This is an optimization exercise on Yosys and OpenROAD, whose aim is small area, a short achievable clock period and few clock cycles per item, not a production implementation.
No run shown here included a check of the RTL's function; only the layout flow was run.
Power is estimated from default activity; no workload was simulated.

$ cat flow/design.v
package eeg_pkg;
    localparam int OPERAND_W = 31;
    localparam int COEF_W    = 32;
    function automatic logic [31:0] sub_bk(input logic [31:0] a, input logic [31:0] b);
        logic [31:0] g, p, c, t;
        logic [31:0] gg, pp;
        int s, i;
        t  = ~b;
        g  = a & t;
        p  = a ^ t;
        gg = g;
        pp = p;
        for (s = 1; s < 32; s = s * 2) begin
            for (i = 2 * s - 1; i < 32; i = i + 2 * s) begin
                gg[i] = gg[i] | (pp[i] & gg[i - s]);
                pp[i] = pp[i] & pp[i - s];
            end
        end
        for (s = 8; s >= 1; s = s / 2) begin
            for (i = 3 * s - 1; i < 32; i = i + 2 * s) begin
                gg[i] = gg[i] | (pp[i] & gg[i - s]);
                pp[i] = pp[i] & pp[i - s];
            end
        end
        c[0] = 1'b1;
        for (i = 1; i < 32; i = i + 1) begin
            c[i] = gg[i - 1] | pp[i - 1];
        end
        sub_bk = p ^ c;
    endfunction
endpackage
module eeg_ctrl (
    input  logic       i_clk,
    input  logic       i_rst_n,
    input  logic       i_req_valid,
    output logic       o_req_stall,
    output logic       o_rsp_valid,
    input  logic       i_rsp_stall,
    input  logic       i_r1_zero,    
    input  logic       i_ge1,        
    input  logic       i_ge2,        
    output logic       o_idle,       
    output logic       o_up,         
    output logic       o_lvl0,       
    output logic [3:0] o_ccmd        
);
    logic [4:0] r_lvl;
    logic       r_lvl0;
    logic       r_up;
    logic       r_busy;
    logic       r_done;
    logic       w_take;
    logic [3:0] r_ccmd;
    logic w_go_up;
    assign o_idle  = !r_busy;
    assign o_up    = r_up;
    assign w_go_up = r_up && i_ge2;
    assign o_lvl0  = r_lvl0;
    assign o_ccmd  = r_ccmd;
    assign o_rsp_valid = r_done;
    assign o_req_stall = r_busy;
    assign w_take      = r_done && !i_rsp_stall;
    always_ff @(posedge i_clk) begin
        if (!r_busy) begin
            r_lvl  <= 5'd0;
            r_lvl0 <= 1'b1;
            r_up   <= 1'b1;
        end else if (w_go_up) begin
            r_lvl  <= r_lvl + 5'd1;
            r_lvl0 <= 1'b0;
            r_up   <= 1'b1;
        end else if (!r_lvl0) begin
            r_lvl  <= r_lvl - 5'd1;
            r_lvl0 <= (r_lvl == 5'd1);
            r_up   <= 1'b0;
        end else begin
            r_up   <= 1'b1;
        end
    end
    always_ff @(posedge i_clk) begin
        r_ccmd[3] <= !r_busy || (r_lvl0 && r_up && !i_ge1);
        r_ccmd[2] <= w_go_up;
        r_ccmd[1] <= r_lvl0;
        r_ccmd[0] <= i_ge1;
    end
    always_ff @(posedge i_clk) begin
        if (!i_rst_n) begin
            r_busy <= 1'b0;
            r_done <= 1'b0;
        end else begin
            if (!r_busy) begin
                r_busy <= i_req_valid;
            end else if (w_take) begin
                r_busy <= 1'b0;
            end
            r_done <= r_busy && !w_take && i_r1_zero;
        end
    end
endmodule
module eeg_dp (
    input  logic        i_clk,
    input  logic [30:0] i_a,
    input  logic [30:0] i_b,
    input  logic        i_idle,
    input  logic        i_up,
    input  logic        i_lvl0,
    input  logic [3:0]  i_ccmd,
    output logic        o_r1_zero,
    output logic        o_ge1,
    output logic        o_ge2,
    output logic [94:0] o_rsp
);
    logic [30:0] r_r0, r_sr;
    logic [30:0] r_x0, r_sx, r_y0, r_sy;
    logic        r_xneg, r_yneg;
    logic [31:0] w_dr;
    logic [31:0] w_dx, w_dy;
    logic        w_ge1;
    assign w_dr  = {1'b0, r_r0} - {1'b0, r_sr};
    assign w_ge1 = !w_dr[31];
    assign o_ge1 = w_ge1;
    assign o_ge2 = !r_sr[30] && (r_r0 >= {r_sr[29:0], 1'b0});
    logic w_t, w_upt;
    assign w_t   = i_up ? o_ge2 : w_ge1;
    assign w_upt = i_up && w_t;
    always_ff @(posedge i_clk) begin
        if (i_idle) begin
            r_r0 <= i_a;
        end else if (i_lvl0) begin
            r_r0 <= w_upt ? r_r0 : r_sr;
        end else begin
            r_r0 <= (w_t ^ i_up) ? w_dr[30:0] : r_r0;
        end
        if (i_idle) begin
            r_sr <= i_b;
        end else if (w_upt) begin
            r_sr <= {r_sr[29:0], 1'b0};
        end else if (i_lvl0) begin
            r_sr <= w_ge1 ? w_dr[30:0] : r_r0;
        end else begin
            r_sr <= {1'b0, r_sr[30:1]};
        end
    end
    logic w_c_init, w_c_up, w_c_lvl0, w_c_sub;
    assign {w_c_init, w_c_up, w_c_lvl0, w_c_sub} = i_ccmd;
    assign w_dx = eeg_pkg::sub_bk({1'b0, r_x0}, {1'b0, r_sx});
    assign w_dy = eeg_pkg::sub_bk({1'b0, r_y0}, {1'b0, r_sy});
    always_ff @(posedge i_clk) begin
        if (w_c_init) begin
            r_x0   <= 31'd1;
            r_sx   <= 31'd0;
            r_y0   <= 31'd0;
            r_sy   <= 31'd1;
            r_xneg <= 1'b0;
            r_yneg <= 1'b0;
        end else if (w_c_up) begin
            r_sx <= {r_sx[29:0], 1'b0};
            r_sy <= {r_sy[29:0], 1'b0};
        end else if (w_c_lvl0) begin
            r_x0   <= r_sx;
            r_sx   <= w_c_sub ? w_dx[30:0] : r_x0;
            r_y0   <= r_sy;
            r_sy   <= w_c_sub ? w_dy[30:0] : r_y0;
            r_xneg <= r_yneg;
            r_yneg <= !r_yneg;
        end else begin
            if (w_c_sub) begin
                r_x0 <= w_dx[30:0];
                r_y0 <= w_dy[30:0];
            end
            r_sx <= {r_xneg, r_sx[30:1]};
            r_sy <= {r_yneg, r_sy[30:1]};
        end
    end
    assign o_r1_zero  = (r_sr == 31'd0);
    assign o_rsp      = {r_x0[30], r_x0, r_y0[30], r_y0, r_r0};
endmodule
module extended_euclid_gcd_unit (
    input  logic        i_clk,
    input  logic        i_rst_n,
    input  logic        i_req_valid,
    output logic        o_req_stall,
    input  logic [61:0] i_req,
    output logic        o_rsp_valid,
    input  logic        i_rsp_stall,
    output logic [94:0] o_rsp
);
    logic       w_idle, w_up, w_lvl0;
    logic [3:0] w_ccmd;
    logic       w_r1_zero, w_ge1, w_ge2;
    eeg_ctrl u_ctrl (
        .i_clk       (i_clk),
        .i_rst_n     (i_rst_n),
        .i_req_valid (i_req_valid),
        .o_req_stall (o_req_stall),
        .o_rsp_valid (o_rsp_valid),
        .i_rsp_stall (i_rsp_stall),
        .i_r1_zero   (w_r1_zero),
        .i_ge1       (w_ge1),
        .i_ge2       (w_ge2),
        .o_idle      (w_idle),
        .o_up        (w_up),
        .o_lvl0      (w_lvl0),
        .o_ccmd      (w_ccmd)
    );
    eeg_dp u_dp (
        .i_clk      (i_clk),
        .i_a        (i_req[61:31]),
        .i_b        (i_req[30:0]),
        .i_idle     (w_idle),
        .i_up       (w_up),
        .i_lvl0     (w_lvl0),
        .i_ccmd     (w_ccmd),
        .o_r1_zero  (w_r1_zero),
        .o_ge1      (w_ge1),
        .o_ge2      (w_ge2),
        .o_rsp      (o_rsp)
    );
endmodule
$ cat flow/run.sh
#!/bin/bash
# synth_recipe.tcl (not shown) runs the flow's synth.tcl, then flattens the netlist and writes it again
# the make line also repeats each setting of config.mk as NAME=value (left out here)
make -C /OpenROAD-flow-scripts/flow DESIGN_CONFIG=/design/flow/config.mk WORK_HOME=/design/flow/orfs CLKGATE_MAP_FILE= SYNTH_SCRIPT=/design/flow/synth_recipe.tcl finish
$ cat flow/config.mk
export PLATFORM = sky130hd
export DESIGN_NAME = extended_euclid_gcd_unit
export DESIGN_NICKNAME = extended_euclid_gcd_unit
export VERILOG_FILES = /design/flow/design.v
export SDC_FILE = /design/flow/constraint.sdc
export NUM_CORES = 4
export LEC_CHECK = 0
export CAP_MARGIN = 20
export CORE_MARGIN = 2
export CORE_UTILIZATION = 40
export SETUP_SLACK_MARGIN = 5
export SLEW_MARGIN = 20
$ cat flow/constraint.sdc
create_clock -name core_clock -period 8.0 [get_ports {i_clk}]
set_input_delay 1.6000 -clock core_clock [delete_from_list [all_inputs] [get_ports {i_clk}]]
set_output_delay 1.6000 -clock core_clock [all_outputs]
set_load 0.01 [all_outputs]
==> out/metrics.json, run 1 <==
{
  "finalSetupViolations": 0,
  "cts_htree_levels": 1,
  "cp_max_fo": 5,
  "floorplan.die_area_mm2": 0.0393,
  "tritoncts.num_buffers": 26,
  "ys.warnings.count": 2,
  "grt_max_degree": 90,
  "mostFrequentLayoutCells": "sky130_fd_sc_hd__nand2_1 (180), sky130_fd_sc_hd__nor2_1 (175), sky130_fd_sc_hd__a21oi_1 (160), sky130_fd_sc_hd__o21ai_0 (151), sky130_fd_sc_hd__inv_1 (107)",
  "cts.reportedPaths.clkPinSlew_ns": 0.06,
  "io_buffers": 162,
  "final_antenna_net_count": 0,
  "whs_path_depth": 2,
  "synth_top_flop_cell": "sky130_fd_sc_hd__dfxtp_1",
  "yosys_register_bits": 201,
  "critical_path.startpoint_type": "flop",
  "synth_top_cell_by_area": "sky130_fd_sc_hd__dfxtp_1",
  "min-delay-start": "u_dp.r_xneg",
  "synth_area_per_cell_um2": 7.81,
  "run_status": "complete, no violations",
  "crit_required_ns": 8.43,
  "chipWidth_um": 198,
  "fp.dieH_um": 198,
  "post-layout-total-power_mw": 9.92,
  "final.setup.tns_ns": 0,
  "critical-path-max-stage-delay_ns": 0.45,
  "worst_flop_to_flop_path_startpoint": "u_dp.r_r0[7]",
  "max_slew.worst_pin.slew_ns": 0.972,
  "vdd.ir_drop.worst_uv": 318,
  "synth_edf_count": 31,
  "rsz0062_at_grt": "yes",
  "timing.final.ws_setup_ns": 4.75,
  "synth_top_cell_area_share_pct": 22.6,
  "critical_path_data_arrival_time_ns": 3.68,
  "r2r.worst_path.cells": 12,
  "stdcell_count": 2645,
  "cap_violations": 0,
  "crit_chain": "ha_4 > and3_4 > and2_4 > nand2_4 > o31ai_4 > o211ai_4 > o311a_4 > o41ai_4 > nand2_4 > inv_12 > mux2_4 > a221o_1",
  "achievable-frequency_ghz": 0.308,
  "num-nets-final": 2311,
  "routed_wire_length_per_instance_um": 19.6,
  "grt_pass1_vias": 14568,
  "cts_num_sinks": 201,
  "setup.reg_to_reg.worst_slack_ns": 4.75,
  "post_synth_instance_area_mm2": 0.0151,
  "max_slew_margin_pct": 35.2,
  "crit_top_cell": "sky130_fd_sc_hd__nand2_4",
  "initial_core_util_pct": 40.4,
  "hpwlAfterDp_um": 34000,
  "route.detailed.vias_per_inst": 5.84,
  "grt.overflow.total": 0,
  "layout_commonest_cell": "sky130_fd_sc_hd__nand2_1",
  "detailedRoute.firstIterationViolations": 1274,
  "share_of_cells_above_drive_strength_1_pct": 18.9,
  "p_leak_nw": 8.14,
  "setup.worst_path.end_class": "flop",
  "layout-area-overhead-vs-synth_pct": 30.2,
  "design.core.area_mm2": 0.0374,
  "antenna_found_initial": 0,
  "critical_path.reg2reg.endpoint": "u_dp.r_sr[27]",
  "placement.cell_area_mm2": 0.0170,
  "dp.cells": 2511,
  "tritoncts_clock_tree": "done",
  "synthesis.instances": 1933,
  "grt_pass1_wl_um": 80000,
  "insertion_delay_to_the_later_sink_of_the_worst_skew_pair_ns": 0.55,
  "final_cell_area_mm2": 0.0197,
  "post_synth_main_area_contributors": "sky130_fd_sc_hd__dfxtp_1 (23%), sky130_fd_sc_hd__ha_1 (10%), sky130_fd_sc_hd__edfxtp_1 (6.2%)",
  "num_antenna_cells": 0,
  "classification_of_the_worst_slack_hold_path": "flop to flop",
  "power_per_cell_area_mw_per_mm2": 505,
  "yosysUniqueCellTypes": 94,
  "gpl.final_weighted_congestion": 0.910,
  "vias": 15438,
  "timing.clock.skew_ns": 0.0114,
  "synth-async-reset-ratio_pct": 0,
  "placement.setup.worst_slack_ns": 3.94,
  "route.detailed.drc": 0,
  "final_hold_viol_count": 0,
  "post_syn_nets": 2126,
  "cts_max_path_buffers": 3,
  "core.rowCount": 71,
  "post-route-min-period_ns": 3.25,
  "top_level_ports": 163,
  "dr.pass1.iters": 5,
  "hold_path_end": "u_dp.r_xneg",
  "routed_wl_um": 51900,
  "final_min_period_over_clock_period_pct": 40.6,
  "timing.critical_path.slowest_stage_cell": "sky130_fd_sc_hd__edfxtp_1",
  "part_of_the_yosys_area_used_for_sequential_elements_pct": 28.7,
  "cts.hold.buffers_added": 0,
  "track_usage_pct": 25.6,
  "slew_violations": 0,
  "ctsRootBufferMaster": "sky130_fd_sc_hd__clkbuf_16",
  "timing_worst_setup_path_type": "flop to flop"
}
==> registers in the layout, indices dropped and copies added (netlist names) <==
| name | flops |
|---|---|
| u_dp.r_r0 | 31 |
| u_dp.r_sr | 31 |
| u_dp.r_sx | 31 |
| u_dp.r_sy | 31 |
| u_dp.r_x0 | 31 |
| u_dp.r_y0 | 31 |
| u_ctrl.r_lvl | 5 |
| u_ctrl.r_ccmd | 4 |
| u_ctrl.r_busy | 1 |
| u_ctrl.r_done | 1 |
| u_ctrl.r_lvl0 | 1 |
| u_ctrl.r_up | 1 |
| u_dp.r_xneg | 1 |
| u_dp.r_yneg | 1 |
==> where the power goes <==
part           switching, mW  total (mW)  internal [mW]
registers              0.381        1.72           1.33
clock network          0.490        1.18          0.689
logic                   3.92        7.02           3.10
==> Yosys cell counts, drive strengths merged, types with 5 or more instances <==
master,count
xor2,22
nor2b,17
and4,5
o21ai,177
nor3,29
o31ai,12
o221ai,9
o31a,5
o311ai,5
nand2b,15
buf,17
nor3b,7
a211o,16
edfxtp,31
mux2,5
clkbuf,94
o22ai,16
nand3,49
dfxtp,170
o211ai,13
o211a,5
or3,16
a21oi,176
o21a,28
xnor2,33
ha,126
a22oi,9
nand4,10
and2,5
and3,25
a22o,15
o32ai,5
a211oi,40
inv,119
mux2i,70
a311oi,10
nor4,9
a21boi,13
nor2,187
o21bai,7
a31oi,35
a21o,40
a221oi,5
nand2,185
==> cells by family after synthesis <==
family	after synthesis	synth area share (%)
AOI/OAI and AO/OA	670	28.5
and+or+nand+nor	569	17.3
buffers and inverters	236	6.67
DFF	201	28.7
adders and majority gates	127	10.6
muxes	75	5.02
xor gates and xnor gates	55	3.19
==> layout make-up <==
type                       count  area (µm²)
clock buffer                  34         753
clock inverter                10        82.6
fill                        3545       17700
inverter                     123         482
multi-input combinational   1500       10900
sequential                   201        4450
tap                          511         639
timing repair buffer         266        2380
==> routing by layer <==
layer,vias to the layer above,share of wire [%],GRT usage (%)
met1,7331,45,34.8
met4,0,4.6,11.8
met2,564,44,39.2
met3,124,7.0,4.72
met5,-,0,0
li1,7419,-,-
==> what timing repair did <==
action,in CTS,in global routing
resized for setup,271,143
pin swaps,29,67
buffers inserted,55,31
hold endpoints to repair,0,0
endpoints found under the setup margin,239,139
gates cloned,4,0
==> stage by stage <==
stage               util [%]  hold WS [ns]
global route            52.5         0.486
global placement        45.5         0.442
finish                  52.5         0.464
CTS                     50.3         0.465
floorplan                  -         0.351
detailed placement      45.6         0.457
==> critical path: cells and delay by family, from the launching register on <==
family / cells / cell delay (ns)
compound gates: 5 / 1.39
fa+ha+maj: 1 / 0.32
buf+inv: 1 / 0.11
flops: 1 / 0.45
mux: 1 / 0.29
simple gates: 4 / 0.56
==> worst max path at each step <==
stage,start,endpoint,cells past startpoint
2_1_floorplan,u_dp.r_r0[3],u_dp.r_r0[0],13
3_3_place_gp,u_dp.r_sr[0],u_dp.r_r0[18],12
3_5_place_dp,u_dp.r_sr[0],u_dp.r_r0[16],12
4_1_cts,u_dp.r_r0[7],u_dp.r_r0[29],13
5_1_grt,u_dp.r_r0[0],u_dp.r_r0[30],14
6_report,u_dp.r_r0[7],u_dp.r_sr[27],12
==> run 2: changes to the inputs <==
==> flow/flow/run.sh (new file) <==
#!/bin/bash
# Own flow: the standard layout, with the port buffers made from
# sky130_fd_sc_hd__buf_1 cells instead of the flow's default pick.
set -o pipefail
export BUFFER_PORTS_ARGS="-buffer_cell sky130_fd_sc_hd__buf_1"
bash standard.sh > standard.log 2>&1
==> flow/standard.sh (new file) <==
#!/bin/bash
# synth_recipe.tcl (not shown) runs the flow's synth.tcl, then flattens the netlist and writes it again
# the make line also repeats each setting of config.mk as NAME=value (left out here)
make -C /OpenROAD-flow-scripts/flow DESIGN_CONFIG=/design/flow/config.mk WORK_HOME=/design/flow/orfs CLKGATE_MAP_FILE= SYNTH_SCRIPT=/design/flow/synth_recipe.tcl "${@:-finish}"
removed: flow/run.sh
==> run 2 against run 1 <==
- worst hold slack got worse by 0.0071 ns
- combinational power increased by 9.3%
- still clean on timing, DRC and antenna
- sequential share of layout area increased by 0.27 points
- largest cell class unchanged
- final cell count increased by 0.60%
- critical path depth increased by 1
- clock power about the same
- critical endpoint unchanged
- clock skew increased by 0.029 ns
- utilization decreased by 0.78 points
- fmax decreased by 2.6%
- synthesized area unchanged
- total power increased by 6.7%
- synthesized cell count unchanged
==> out/metrics.json, run 2 <==
{
  "run_status": "complete, no violations",
  "critical_path.top_delay_family": "compound AO/OA/AOI/OAI gates",
  "internal_power_mw": 5.50,
  "cts_max_path_buffers": 3,
  "post_synth_instance_area_mm2": 0.0151,
  "min-delay-start": "u_dp.r_xneg",
  "layout_commonest_cell": "sky130_fd_sc_hd__nand2_1",
  "synth_top_cell_by_area": "sky130_fd_sc_hd__dfxtp_1",
  "grt_pass1_vias": 14438,
  "routed_wl_um": 53100,
  "floorplan.die_area_mm2": 0.0393,
  "final.setup.tns_ns": 0,
  "timing.critical_path.slowest_stage_cell": "sky130_fd_sc_hd__edfxtp_1",
  "synth-async-reset-ratio_pct": 0,
  "p_switching_mw": 5.08,
  "post_synth_most_frequent_cells": "sky130_fd_sc_hd__nor2_1 (187), sky130_fd_sc_hd__nand2_1 (183), sky130_fd_sc_hd__a21oi_1 (176), sky130_fd_sc_hd__dfxtp_1 (170), sky130_fd_sc_hd__o21ai_0 (170)",
  "power_per_cell_area_mw_per_mm2": 547,
  "ctsRootBufferMaster": "sky130_fd_sc_hd__clkbuf_16",
  "synth_area_per_cell_um2": 7.81,
  "layout-area-overhead-vs-synth_pct": 28.3,
  "final_hold_viol_count": 0,
  "grt-busiest-layer": "met2",
  "yosys_register_bits": 201,
  "max_slew.worst_pin.slew_ns": 0.995,
  "top_level_ports": 163,
  "antenna_found_initial": 1,
  "part_of_the_yosys_area_used_for_sequential_elements_pct": 28.7,
  "share_of_cells_above_drive_strength_1_pct": 19.8,
  "vdd.ir_drop.worst_uv": 209,
  "synthesis.instances": 1933,
  "critical-path-max-stage-delay_ns": 0.41,
  "comb_power_share_pct": 72.5,
  "post-route-min-period_ns": 3.34,
  "post_synth_main_area_contributors": "sky130_fd_sc_hd__dfxtp_1 (23%), sky130_fd_sc_hd__ha_1 (10%), sky130_fd_sc_hd__edfxtp_1 (6.2%)",
  "p_leak_nw": 7.60,
  "cts.reportedPaths.clkPinSlew_ns": 0.06,
  "post_syn_nets": 2126,
  "tritoncts.num_buffers": 26,
  "detailedRoute.firstIterationViolations": 1302,
  "cts_htree_levels": 1,
  "met1_usage_pct": 34.9,
  "cp_max_fo": 2,
  "gpl.final_weighted_congestion": 0.961,
  "most_frequently_used_cell_type_in_the_post_synthesis_netlist": "sky130_fd_sc_hd__nor2_1",
  "routed_wire_length_per_instance_um": 19.9,
  "dr.pass1.iters": 5,
  "final_min_period_over_clock_period_pct": 41.7,
  "power.share.switching_pct": 48.0,
  "final_antenna_net_count": 0,
  "classification_of_the_worst_slack_hold_path": "flop to flop",
  "grt.overflow.total": 0,
  "timing_worst_setup_path_type": "flop to flop",
  "power.sequential.fraction_pct": 16.3,
  "chipWidth_um": 198,
  "yosysUniqueCellTypes": 94,
  "gr-usage-met3_pct": 5.06,
  "setup.worst_path.end_class": "flop",
  "ys.warnings.count": 2,
  "r2r.worst_path.cells": 13,
  "tritoncts_clock_tree": "done",
  "critical_path.startpoint_type": "flop",
  "rsz0062_at_grt": "yes",
  "achievable-frequency_ghz": 0.300,
  "synth_top_flop_cell": "sky130_fd_sc_hd__dfxtp_1",
  "clock_power_share_pct": 11.2,
  "num-nets-final": 2322,
  "grt_pass1_wl_um": 80700,
  "track_usage_pct": 25.8,
  "timing.clock.skew_ns": 0.0402,
  "whs_path_depth": 2,
  "crit_chain": "ha_1 > and2b_2 > o31a_4 > o31ai_4 > o31ai_4 > buf_4 > buf_6 > o2111ai_4 > and2_4 > o41ai_4 > xor2_1 > mux2_4 > a221o_1",
  "io_buffers": 162,
  "finalSetupViolations": 0,
  "worst_flop_to_flop_path_startpoint": "u_dp.r_r0[1]",
  "grt_max_degree": 109,
  "timing.critical_path.depth": 13,
  "cap_violations": 0,
  "cts_num_sinks": 201,
  "post-layout-total-power_mw": 10.6,
  "setup.reg_to_reg.worst_slack_ns": 4.66,
  "crit_top_cell": "sky130_fd_sc_hd__o31ai_4",
  "vias": 15611,
  "path_buf_inv": 2,
  "max_slew_margin_pct": 33.7,
  "global_route.usage.met2_pct": 40.0,
  "mostFrequentLayoutCells": "sky130_fd_sc_hd__nand2_1 (179), sky130_fd_sc_hd__nor2_1 (176), sky130_fd_sc_hd__a21oi_1 (162), sky130_fd_sc_hd__buf_1 (161), sky130_fd_sc_hd__o21ai_0 (138)",
  "layout.filler_cells": 3502,
  "cts.hold.buffers_added": 0,
  "synth_top_cell_area_share_pct": 22.6,
  "route.detailed.vias_per_inst": 5.87,
  "core.rowCount": 71,
  "critical_path_data_arrival_time_ns": 3.77,
  "fp.dieH_um": 198,
  "crit_required_ns": 8.43,
  "crit_start": "u_dp.r_r0[1]",
  "route.detailed.drc": 0,
  "postLayoutCoreUtil_pct": 51.8,
  "slew_violations": 0,
  "synth_edf_count": 31,
  "insertion_delay_to_the_later_sink_of_the_worst_skew_pair_ns": 0.57,
  "design.core.area_mm2": 0.0374,
  "initial_core_util_pct": 40.4,
  "hpwlAfterDp_um": 33500
}
## run 2: changes by cell type in the layout (fill, tap and decap cells not counted), sizes merged, moves of 2 or more
cell	before	now
buf	110	276
dlygate4sd2	88	0
clkdlybuf4s50	65	0
clkbuf	34	38
clkdlybuf4s15	3	0
clkinv	9	12
clkinvlp	2	0
## run 2: worst min-delay path, cell delays in order, from the launching register on
cell	delay [ns]
sky130_fd_sc_hd__dfxtp_1	0.31
sky130_fd_sc_hd__nand2_1	0.05
sky130_fd_sc_hd__a21oi_1	0.05
## run 2: per-stage QoR
| stage | instance area (µm²) | hold slack, ns | setup slack, ns | cells |
|---|---|---|---|---|
| 2_1_floorplan | 15100 | 0.351 | 4.69 | 1933 |
| 3_3_place_gp | 16000 | 0.446 | 3.91 | 2511 |
| 3_5_place_dp | 16000 | 0.445 | 3.80 | 2511 |
| 4_1_cts | 18300 | 0.453 | 4.70 | 2612 |
| 5_1_grt | 19400 | 0.471 | 4.61 | 2661 |
| 6_report | 19400 | 0.457 | 4.66 | 2661 |
## run 2: worst paths after layout
check | to
worst max register to register | u_dp.r_sr[27]
worst min register to register | u_dp.r_xneg
worst min-delay path | u_dp.r_xneg
worst max-delay path | u_dp.r_sr[27]
## run 2: area by class of cell
| class | count | area [µm²] | area share [%] |
|---|---|---|---|
| multi-input combinational | 1500 | 11200 | 57.6 |
| sequential | 201 | 4440 | 22.9 |
| timing repair buffer | 277 | 1780 | 9.20 |
| clock buffer | 38 | 767 | 3.96 |
| tap | 511 | 639 | 3.30 |
| inverter | 123 | 483 | 2.49 |
| clock inverter | 10 | 90.1 | 0.465 |
| antenna | 1 | 2.50 | 0.0129 |
## run 2: repair_timing
item / 4_1_cts / 5_1_grt
cloned: 9 / 0
endpoints found under the setup margin: 134 / 123
pin swaps: 63 / 87
buffers inserted: 44 / 48
resized for setup: 185 / 177
## run 2: metal layers
metal / up-vias / wire length, µm
met1: 7412 / 23300
li1: 7437 / -
met5: - / 0
met4: 0 / 2360
met2: 627 / 23300
met3: 135 / 4130
## run 2: power by group through the flow
stage / Sequential [mW] / Clock (mW) / Combinational (mW)
floorplan: 1.57 / 0 / 4.39
global placement: 1.70 / 0 / 5.48
global route: 1.76 / 1.25 / 8.27
detailed placement: 1.71 / 0 / 5.53
CTS: 1.70 / 1.21 / 6.72
finish: 1.73 / 1.18 / 7.67
## run 2: kinds of logic after synthesis
kind of cell | after synthesis | synth area share, %
buffers and inverters | 236 | 6.67
multiplexers | 75 | 5.02
AO/OA/AOI/OAI | 670 | 28.5
AND/OR/NAND/NOR | 569 | 17.3
XOR/XNOR | 55 | 3.19
flip-flops | 201 | 28.7
adder cells (fa/ha/maj) | 127 | 10.6

-- static timing again, ports no longer ideal --
How much do the figures lean on ideal ports? The routed layouts below were timed once more, with nothing changed but the port constraints. Step 1, drivers: a clkbuf_16 drives i_clk and a buf_2 each remaining input, both assumed. Step 2 moves the port delays by t, midway between the first and last clock arrival at a register: inputs arrive t later, outputs are due t later. That takes back most of the time a late clock gives input paths. Slacks: ideal ports / drivers / drivers and shift; pairs: ideal ports / drivers.
run | t (ns) | slack for setup (ns) | pins driven straight from the clock port
run 1 | 0.599 | 4.750 / 4.750 / 4.681 | 1
run 2 | 0.604 | 4.662 / 4.662 / 4.662 | 1
After both steps setup and hold are still met in every run listed. The setup slack of run 1, which loses most, moves by 0.000 ns with the drivers and by -0.069 ns with both steps.
